Source: an optimization exercise on an open RTL-to-GDS flow (aim: a short achievable clock period and few clock cycles). Production flows keep margins and buffers that such runs may drop.
Only simulation tests tie the RTL to the original design; equivalence was not proved.
Power figures rest on the tool's default switching activity, not on a simulated workload.

[design.v]
package mipsIsaPkg;
    typedef logic [31:0] wordT;
    typedef logic [4:0]  regIdxT;
    typedef logic [5:0]  opcodeT;
    typedef logic [5:0]  functT;
    typedef logic [15:0] immT;
    typedef logic [25:0] jumpIdxT;
    localparam opcodeT OpRType = 6'h00;
    localparam opcodeT OpJ     = 6'h02;
    localparam opcodeT OpBeq   = 6'h04;
    localparam opcodeT OpOri   = 6'h0d;
    localparam opcodeT OpLui   = 6'h0f;
    localparam opcodeT OpLw    = 6'h23;
    localparam opcodeT OpSw    = 6'h2b;
    localparam functT FnAddu = 6'h21;
    localparam functT FnSubu = 6'h23;
    localparam wordT ResetPc = 32'h0000_3000;
endpackage
package coreUarchPkg;
    typedef enum logic [2:0] {
        StFetch,
        StWaitInstr,
        StDecode,
        StExecute,
        StMemAccess,
        StWaitMem,
        StWriteBack
    } ctrlStateT;
    typedef enum logic [1:0] {
        AluAdd,
        AluSub,
        AluOr,
        AluUpper
    } aluOpT;
    typedef enum logic [1:0] {
        PcSeq,
        PcBranch,
        PcJump
    } pcSelT;
    typedef struct packed {
        logic              valid;
        logic              write;
        logic [31:0]       addr;
        logic [31:0]       writeData;
    } busReqT;
    typedef struct packed {
        logic              valid;
        logic [31:0]       readData;
    } busRspT;
    localparam int NumCredits = 2;
    typedef logic [$clog2(NumCredits + 1)-1:0] creditCntT;
endpackage
`timescale 1ns/10ps
module coreControl (
    input  logic                 clk,
    input  logic                 rstN,
    input  mipsIsaPkg::wordT     instr,
    input  logic                 zero,
    input  logic                 canIssue,
    input  logic                 rspValid,
    output logic                 issueFetch,
    output logic                 issueLoad,
    output logic                 issueStore,
    output logic                 pcWrite,
    output logic                 irWrite,
    output coreUarchPkg::pcSelT  pcSel,
    output logic                 regWrite,
    output logic                 writeSel,
    output logic                 wbSel,
    output coreUarchPkg::aluOpT  aluOp,
    output logic                 immSigned,
    output logic                 useImm
);
    coreUarchPkg::ctrlStateT state;
    coreUarchPkg::ctrlStateT stateNext;
    mipsIsaPkg::opcodeT      opcode;
    mipsIsaPkg::functT       funct;
    logic isRType;
    logic isAddu;
    logic isSubu;
    logic isOri;
    logic isLui;
    logic isLw;
    logic isSw;
    logic isBeq;
    logic isJ;
    logic isAluOp;
    assign opcode  = instr[31:26];
    assign funct   = instr[5:0];
    assign isRType = opcode == mipsIsaPkg::OpRType;
    assign isAddu  = isRType && (funct == mipsIsaPkg::FnAddu);
    assign isSubu  = isRType && (funct == mipsIsaPkg::FnSubu);
    assign isOri   = opcode == mipsIsaPkg::OpOri;
    assign isLui   = opcode == mipsIsaPkg::OpLui;
    assign isLw    = opcode == mipsIsaPkg::OpLw;
    assign isSw    = opcode == mipsIsaPkg::OpSw;
    assign isBeq   = opcode == mipsIsaPkg::OpBeq;
    assign isJ     = opcode == mipsIsaPkg::OpJ;
    assign isAluOp = isAddu || isSubu || isOri || isLui;
    always_comb begin
        aluOp     = coreUarchPkg::AluAdd;
        useImm    = isOri || isLui || isLw || isSw;
        immSigned = isLw || isSw;
        if (isSubu || isBeq) begin
            aluOp = coreUarchPkg::AluSub;
        end else if (isOri) begin
            aluOp = coreUarchPkg::AluOr;
        end else if (isLui) begin
            aluOp = coreUarchPkg::AluUpper;
        end
    end
    assign writeSel = isOri || isLui || isLw;
    assign wbSel    = isLw;
    always_ff @(posedge clk) begin
        if (!rstN) begin
            state <= coreUarchPkg::StFetch;
        end else begin
            state <= stateNext;
        end
    end
    always_comb begin
        stateNext  = state;
        issueFetch = 1'b0;
        issueLoad  = 1'b0;
        issueStore = 1'b0;
        pcWrite    = 1'b0;
        irWrite    = 1'b0;
        pcSel      = coreUarchPkg::PcSeq;
        regWrite   = 1'b0;
        case (state)
            coreUarchPkg::StFetch: begin
                issueFetch = canIssue;
                if (canIssue) begin
                    stateNext = coreUarchPkg::StWaitInstr;
                end
            end
            coreUarchPkg::StWaitInstr: begin
                irWrite = rspValid;
                if (rspValid) begin
                    stateNext = coreUarchPkg::StDecode;
                end
            end
            coreUarchPkg::StDecode: begin
                stateNext = coreUarchPkg::StExecute;
            end
            coreUarchPkg::StExecute: begin
                if (isAluOp) begin
                    stateNext = coreUarchPkg::StWriteBack;
                end else if (isLw || isSw) begin
                    stateNext = coreUarchPkg::StMemAccess;
                end else begin
                    pcWrite   = 1'b1;
                    stateNext = coreUarchPkg::StFetch;
                    if (isJ) begin
                        pcSel = coreUarchPkg::PcJump;
                    end else if (isBeq && zero) begin
                        pcSel = coreUarchPkg::PcBranch;
                    end
                end
            end
            coreUarchPkg::StMemAccess: begin
                if (canIssue) begin
                    issueLoad  = isLw;
                    issueStore = isSw;
                    pcWrite    = isSw;
                    stateNext  = isLw ? coreUarchPkg::StWaitMem : coreUarchPkg::StFetch;
                end
            end
            coreUarchPkg::StWaitMem: begin
                if (rspValid) begin
                    stateNext = coreUarchPkg::StWriteBack;
                end
            end
            coreUarchPkg::StWriteBack: begin
                regWrite  = 1'b1;
                pcWrite   = 1'b1;
                stateNext = coreUarchPkg::StFetch;
            end
            default: begin
                stateNext = coreUarchPkg::StFetch;
            end
        endcase
    end
endmodule
`timescale 1ns/10ps
module fetchUnit (
    input  logic                 clk,
    input  logic                 rstN,
    input  logic                 pcWrite,
    input  logic                 irWrite,
    input  coreUarchPkg::pcSelT  pcSel,
    input  mipsIsaPkg::wordT     rspData,
    output mipsIsaPkg::wordT     pc,
    output mipsIsaPkg::wordT     instr
);
    mipsIsaPkg::wordT    pcPlus4;
    mipsIsaPkg::wordT    pcNext;
    mipsIsaPkg::immT     offset;
    mipsIsaPkg::jumpIdxT jumpIdx;
    assign offset  = instr[15:0];
    assign jumpIdx = instr[25:0];
    assign pcPlus4 = pc + 32'd4;
    always_comb begin
        case (pcSel)
            coreUarchPkg::PcBranch: pcNext = pcPlus4 + {{14{offset[15]}}, offset, 2'b00};
            coreUarchPkg::PcJump:   pcNext = {pcPlus4[31:28], jumpIdx, 2'b00};
            default:                pcNext = pcPlus4;
        endcase
    end
    always_ff @(posedge clk) begin
        if (!rstN) begin
            pc    <= mipsIsaPkg::ResetPc;
            instr <= '0;
        end else begin
            if (pcWrite) begin
                pc <= pcNext;
            end
            if (irWrite) begin
                instr <= rspData;
            end
        end
    end
endmodule
`timescale 1ns/10ps
module registerFile (
    input  logic                clk,
    input  logic                rstN,
    input  mipsIsaPkg::regIdxT  rs,
    input  mipsIsaPkg::regIdxT  rt,
    input  mipsIsaPkg::regIdxT  writeIdx,
    input  logic                writeEn,
    input  mipsIsaPkg::wordT    writeData,
    output mipsIsaPkg::wordT    rsData,
    output mipsIsaPkg::wordT    rtData
);
    mipsIsaPkg::wordT regs [32];
    always_ff @(posedge clk) begin
        if (!rstN) begin
            for (int i = 0; i < 32; i++) begin
                regs[i] <= '0;
            end
        end else if (writeEn && (writeIdx != '0)) begin
            regs[writeIdx] <= writeData;
        end
    end
    assign rsData = regs[rs];
    assign rtData = regs[rt];
endmodule
`timescale 1ns/10ps
module aluUnit (
    input  mipsIsaPkg::wordT     rsData,
    input  mipsIsaPkg::wordT     rtData,
    input  mipsIsaPkg::immT      imm,
    input  coreUarchPkg::aluOpT  aluOp,
    input  logic                 immSigned,
    input  logic                 useImm,
    output mipsIsaPkg::wordT     result,
    output logic                 zero
);
    mipsIsaPkg::wordT extImm;
    mipsIsaPkg::wordT opB;
    assign extImm = immSigned ? {{16{imm[15]}}, imm} : {16'b0, imm};
    assign opB    = useImm ? extImm : rtData;
    always_comb begin
        case (aluOp)
            coreUarchPkg::AluAdd:   result = rsData + opB;
            coreUarchPkg::AluSub:   result = rsData - opB;
            coreUarchPkg::AluOr:    result = rsData | opB;
            coreUarchPkg::AluUpper: result = {imm, 16'b0};
            default:                result = '0;
        endcase
    end
    assign zero = result == '0;
endmodule
`timescale 1ns/10ps
module memPort (
    input  logic                  clk,
    input  logic                  rstN,
    input  logic                  issueFetch,
    input  logic                  issueLoad,
    input  logic                  issueStore,
    input  mipsIsaPkg::wordT      pc,
    input  mipsIsaPkg::wordT      addr,
    input  mipsIsaPkg::wordT      storeData,
    output coreUarchPkg::busReqT  memReq,
    input  logic                  memCredit,
    input  coreUarchPkg::busRspT  memRsp,
    output logic                  canIssue,
    output logic                  rspValid,
    output mipsIsaPkg::wordT      rspData
);
    coreUarchPkg::creditCntT credits;
    logic issue;
    assign canIssue = credits != '0;
    assign issue    = issueFetch || issueLoad || issueStore;
    always_ff @(posedge clk) begin
        if (!rstN) begin
            credits <= coreUarchPkg::creditCntT'(coreUarchPkg::NumCredits);
        end else if (issue && !memCredit) begin
            credits <= credits - 1'b1;
        end else if (!issue && memCredit) begin
            credits <= credits + 1'b1;
        end
    end
    always_ff @(posedge clk) begin
        if (!rstN) begin
            memReq.valid <= 1'b0;
            rspValid     <= 1'b0;
        end else begin
            memReq.valid <= issue;
            rspValid     <= memRsp.valid;
        end
        if (issue) begin
            memReq.write     <= issueStore;
            memReq.addr      <= issueFetch ? pc : addr;
            memReq.writeData <= storeData;
        end
        if (memRsp.valid) begin
            rspData <= memRsp.readData;
        end
    end
endmodule
`timescale 1ns/10ps
module mipsCore (
    input  logic                  clk,
    input  logic                  rstN,
    output logic                  memReqValid,
    output logic                  memReqWrite,
    output logic [31:0]           memReqAddr,
    output logic [31:0]           memReqWdata,
    input  logic                  memCredit,
    input  logic                  memRspValid,
    input  logic [31:0]           memRspData
);
    coreUarchPkg::busReqT memReq;
    coreUarchPkg::busRspT memRsp;
    assign memReqValid   = memReq.valid;
    assign memReqWrite   = memReq.write;
    assign memReqAddr    = memReq.addr;
    assign memReqWdata   = memReq.writeData;
    assign memRsp.valid    = memRspValid;
    assign memRsp.readData = memRspData;
    mipsIsaPkg::wordT    instr;
    mipsIsaPkg::wordT    pc;
    mipsIsaPkg::wordT    rsData;
    mipsIsaPkg::wordT    rtData;
    mipsIsaPkg::wordT    aluResult;
    mipsIsaPkg::wordT    writeData;
    mipsIsaPkg::wordT    rspData;
    mipsIsaPkg::regIdxT  rs;
    mipsIsaPkg::regIdxT  rt;
    mipsIsaPkg::regIdxT  rd;
    mipsIsaPkg::regIdxT  writeIdx;
    mipsIsaPkg::immT     imm;
    coreUarchPkg::pcSelT pcSel;
    coreUarchPkg::aluOpT aluOp;
    logic issueFetch;
    logic issueLoad;
    logic issueStore;
    logic pcWrite;
    logic irWrite;
    logic regWrite;
    logic writeSel;
    logic wbSel;
    logic immSigned;
    logic useImm;
    logic zero;
    logic canIssue;
    logic rspValid;
    assign rs  = instr[25:21];
    assign rt  = instr[20:16];
    assign rd  = instr[15:11];
    assign imm = instr[15:0];
    assign writeIdx  = writeSel ? rt : rd;
    assign writeData = wbSel ? rspData : aluResult;
    coreControl ctrl_i (
        .clk        (clk),
        .rstN       (rstN),
        .instr      (instr),
        .zero       (zero),
        .canIssue   (canIssue),
        .rspValid   (rspValid),
        .issueFetch (issueFetch),
        .issueLoad  (issueLoad),
        .issueStore (issueStore),
        .pcWrite    (pcWrite),
        .irWrite    (irWrite),
        .pcSel      (pcSel),
        .regWrite   (regWrite),
        .writeSel   (writeSel),
        .wbSel      (wbSel),
        .aluOp      (aluOp),
        .immSigned  (immSigned),
        .useImm     (useImm)
    );
    fetchUnit fetch_i (
        .clk     (clk),
        .rstN    (rstN),
        .pcWrite (pcWrite),
        .irWrite (irWrite),
        .pcSel   (pcSel),
        .rspData (rspData),
        .pc      (pc),
        .instr   (instr)
    );
    registerFile regs_i (
        .clk       (clk),
        .rstN      (rstN),
        .rs        (rs),
        .rt        (rt),
        .writeIdx  (writeIdx),
        .writeEn   (regWrite),
        .writeData (writeData),
        .rsData    (rsData),
        .rtData    (rtData)
    );
    aluUnit alu_i (
        .rsData    (rsData),
        .rtData    (rtData),
        .imm       (imm),
        .aluOp     (aluOp),
        .immSigned (immSigned),
        .useImm    (useImm),
        .result    (aluResult),
        .zero      (zero)
    );
    memPort mem_i (
        .clk        (clk),
        .rstN       (rstN),
        .issueFetch (issueFetch),
        .issueLoad  (issueLoad),
        .issueStore (issueStore),
        .pc         (pc),
        .addr       (aluResult),
        .storeData  (rtData),
        .memReq     (memReq),
        .memCredit  (memCredit),
        .memRsp     (memRsp),
        .canIssue   (canIssue),
        .rspValid   (rspValid),
        .rspData    (rspData)
    );
endmodule
[run.sh]
#!/bin/bash
# synth_recipe.tcl (not shown) runs the flow's synth.tcl, then flattens the netlist and writes it again
# the make line also repeats each setting of config.mk as NAME=value (left out here)
make -C /OpenROAD-flow-scripts/flow DESIGN_CONFIG=/design/flow/config.mk WORK_HOME=/design/flow/orfs CLKGATE_MAP_FILE= SYNTH_SCRIPT=/design/flow/synth_recipe.tcl finish
[config.mk]
export PLATFORM = sky130hd
export DESIGN_NAME = mipsCore
export DESIGN_NICKNAME = mipsCore
export VERILOG_FILES = /design/flow/design.v
export SDC_FILE = /design/flow/constraint.sdc
export NUM_CORES = 4
export LEC_CHECK = 0
export CAP_MARGIN = 20
export CORE_MARGIN = 2
export CORE_UTILIZATION = 40
export SLEW_MARGIN = 20
[constraint.sdc]
create_clock -name core_clock -period 11.0 [get_ports {clk}]
set_input_delay 2.2000 -clock core_clock [delete_from_list [all_inputs] [get_ports {clk}]]
set_output_delay 2.2000 -clock core_clock [all_outputs]
set_load 0.01 [all_outputs]
==> notes.md <==
==> critical path: cells and delay by family (launching register included) <==
kind / cells / cell delay, ns
AO/OA/AOI/OAI: 10 / 2.79
flip-flops: 1 / 0.65
buffers and inverters: 2 / 1.06
XOR/XNOR: 2 / 0.44
AND/OR/NAND/NOR: 10 / 4.26
adder cells (fa/ha/maj): 2 / 0.74
multiplexers: 1 / 0.25
==> power by group through the flow <==
stage | clock network, mW | registers [mW] | logic (mW)
CTS | 4.45 | 5.50 | 4.18
global route | 4.63 | 5.53 | 4.53
floorplan | 0 | 5.57 | 2.39
global placement | 0 | 5.59 | 4.08
finish | 4.44 | 5.51 | 4.34
detailed placement | 0 | 5.60 | 4.16
==> metal layers <==
metal	up-vias	share of wire (%)	global-route usage (%)
met1	23970	36	39.77
met4	4	6.3	16.95
met3	762	14	8.660
met2	3829	44	45.26
li1	18950	-	-
met5	-	0.023	0.2081
==> cells in the final DEF (no fill, tap or decap), types with 32 or more instances in the layout <==
cell             synthesis  routed
o21ai_0                 70      67
buf_4                    4     159
clkbuf_16                0     137
nor2_1                1162    1159
a22oi_1                182     182
conb_1                   1      32
ha_1                    66      66
nand3_1                 50      50
nand2_1                237     174
nand2_2                  0      42
mux2_2                  37      37
inv_1                   42      42
xor2_1                  38      38
edfxtp_1              1121    1121
clkdlybuf4s50_1          0      99
mux4_2                 418     418
mux2i_1                379     356
a21oi_1                192     191
dfxtp_1                 79      71
xnor2_1                 70      70
==> flip-flops by register name (all words and copies together), names as in the netlist, named ones only <==
signal,count
mem_i.rspValid,1
mem_i.rspData,32
regs_i.regs,1024
fetch_i.instr,32
mem_i.credits,2
ctrl_i.state,3
fetch_i.pc,30
mem_i.memReq,66
==> worst max-delay path by stage <==
stage | start | end | cells past startpoint
6_report | flop | fetch_i.pc[24]$_SDFFE_PN0P_ | 27
4_1_cts | flop | fetch_i.pc[24]$_SDFFE_PN0P_ | 27
2_1_floorplan | flop | fetch_i.pc[11]$_SDFFE_PN0P_ | 35
5_1_grt | flop | fetch_i.pc[22]$_SDFFE_PN0P_ | 29
3_5_place_dp | flop | fetch_i.pc[24]$_SDFFE_PN0P_ | 27
3_3_place_gp | flop | fetch_i.pc[24]$_SDFFE_PN0P_ | 27
==> cell families (layout without fill, tap and decap cells) <==
kind of cell    after synthesis  after routing
compound gates              665            665
xor+xnor                    109            109
fa+ha+maj                    68             68
buf+inv                     498            558
flops                      1200           1200
mux                         840            840
other cells                   1             33
simple gates               1649           1649
==> metrics by stage <==
stage	instances	power, mW	utilization (%)	hold WS [ns]	area [µm²]
after floorplan	5061	7.959	-	0.4447	63980
after global placement	6947	9.663	42.74	0.4600	67690
after detailed placement	6953	9.761	42.84	0.4686	67850
after CTS	7190	14.13	45.51	0.4797	72070
after global routing	7193	14.69	45.56	0.5159	72160
final	7194	14.30	45.56	0.4816	72160
==> final cells by class <==
type / count / area [µm²]
flip-flops and latches: 1200 / 35270
diodes: 1 / 2.502
well taps: 2072 / 2592
clock buffers: 160 / 3523
clock inverters: 77 / 699.4
multi-input cells: 3363 / 27340
inverters: 45 / 171.4
fillers: 14040 / 86220
repair buffers: 276 / 2555
==> results.py <==
metrics = {
    "run_status": {
        "status": "no timing/DRC/antenna violations",
    },
    "synthesis": {
        "syn_avg_cell_area_um2": 12.70,
        "yosysMostFrequentCell": "nor2_1",
        "synth_seq_cells": 1200,
        "synthArstFlopShare_pct": 0,
        "netlist_area_mm2": 0.06386,
        "synthAdderAreaFrac_pct": 1.356,
        "synth-edff-count": 1121,
        "yosys.area_share.simple_pct": 10.61,
        "seq_area_frac_synth_pct": 55.19,
        "netlist_top_cells_count": "1162 x nor2_1, 1121 x edfxtp_1, 418 x mux4_2",
        "synth-xor-area-share_pct": 1.516,
        "ys_types": 78,
        "synthMuxAreaShare_pct": 21.49,
        "synth_top_family_by_area": "multiplexers",
        "synth_area_leaders": "edfxtp_1 53%, mux4_2 15%, nor2_1 6.8%",
        "synth_compound_area_share_pct": 6.747,
        "synth_ff_type": "edfxtp_1",
        "yosys.area.top_type": "edfxtp_1",
        "synthCells": 5030,
        "yosys_warnings": 5,
        "synth_top_cell_area_share_pct": 52.71,
    },
    "hold_path": {
        "hp-class": "flop to flop",
        "min_delay_worst_endpoint": "fetch_i.instr[26]$_SDFFE_PN0P_",
        "hp-start": "fetch_i.instr[26]$_SDFFE_PN0P_",
        "hold_depth": 2,
    },
    "die": {
        "num_io_pins": 102,
        "fp-row-count": 146,
        "start_util_pct": 40.32,
        "core_mm2": 0.1584,
        "die_y_um": 403.6,
        "die_w_um": 403.6,
        "dieArea_mm2": 0.1629,
    },
    "critical_path": {
        "rr_worst_depth": 27,
        "slowest_stage": "nor2b_4",
        "critPathArrivalTime_ns": 11.03,
        "r2r-end": "fetch_i.pc[24]$_SDFFE_PN0P_",
        "crit_type": "flop to flop",
        "r2r_setup_slack_ns": 0.63,
        "start_kind": "flop",
        "critPathMaxFanout": 25,
        "crit_top_cell": "or4_1",
        "end_kind": "flop",
        "max_stage_delay_ns": 0.89,
        "crit_required_ns": 11.66,
    },
    "drt": {
        "viasPerCell": 6.605,
        "vias": 47510,
        "wire_per_inst_um": 34.87,
        "drt-total-wl_mm": 250.9,
        "drc": 0,
        "drtPass1Iterations": 8,
        "ant_nets": 0,
        "drt_iter0_markers": 8464,
    },
    "power_and_ir_drop": {
        "powerDensity_mw_per_mm2": 198.1,
        "peakVddDrop_mv": 0.1452,
        "p_sw_share_pct": 35.72,
        "comb_power_share_pct": 30.4,
        "p_sw_mw": 5.106,
        "clkPwrFrac_pct": 31.1,
        "leakage_nw": 24.43,
        "p_seq_share_pct": 38.5,
        "p_int_mw": 9.190,
    },
    "clocking": {
        "clock_path_buffers": 3,
        "clk_latency_ns": 0.80,
        "cts_inserted_buffers": 132,
        "hold_buffers": 0,
        "cts_tree": "built",
        "clock-sinks": 1200,
        "htree_levels": 4,
        "ctsResizeCount": 0,
        "cts_setup_buffers": 0,
        "path_clk_slew_ns": 0.07,
        "clock-root-buffer": "clkbuf_16",
    },
    "sta": {
        "period_minus_slack_ns": 10.37,
        "worst_slack_ns": 0.6319,
        "finClkSkew_ns": 0.03717,
        "fmax_mhz": 96.45,
        "fin_crit_sh_pct": 94.26,
        "finalSetupViolations": 0,
        "slew_headroom_pct": 16.56,
        "timing_hold_violations_final": 0,
        "finalMaxSlewViolations": 0,
        "worstMarginPinSlew_ns": 1.240,
        "rsz0062_at_grt": "false",
        "tns_ns": 0,
    },
    "job": {
        "maxCapViolations": 0,
    },
    "global_routing": {
        "antenna_found_initial": 3,
        "grt_max_degree": 106,
        "grt-ovfl-total": 0,
        "grt_pass1_wl_mm": 346.9,
        "grt_pass1_vias": 45300,
        "grt_usage_pct": 30.32,
    },
    "final_layout": {
        "fin_nets": 5122,
        "drive_gt1_share_pct": 18.63,
        "area_growth_pct": 12.99,
    },
    "placement": {
        "place_ws_ns": 0.8699,
        "dpl.hpwl_mm": 145.6,
        "io_buffers": 101,
        "gp_congestion": 0.9133,
    },
}
Testbench counts, summed over its fixed seeds: cycles 197,622.

==> port drivers added, routing unchanged <==
The results above use ideal ports. As a check the final layout listed here was re-extracted and re-timed, cells and wires unchanged. Step 1 assumes that a clkbuf_16 drives the clock port and a buf_2 every other input. Step 2 adds t to the input delays and takes it off the output delays; t is the mean of the earliest and latest rising clock arrival at the registers after step 1. Input paths then give back, and output paths get back, about the clock's delay inside the block. Three values: no drivers, after step 1, after step 2; two values: the first two.
t (ns): 0.859
slack for setup (ns): 0.632 / 0.632 / 0.632
slew at the worst register clock pin (ns): 0.07 / 0.07
worst slew at a driven data input, ns: 0.08
After both steps this run still meets setup and hold. For this run, drivers alone change the setup slack by 0.000 ns; drivers and shift together by 0.000 ns.
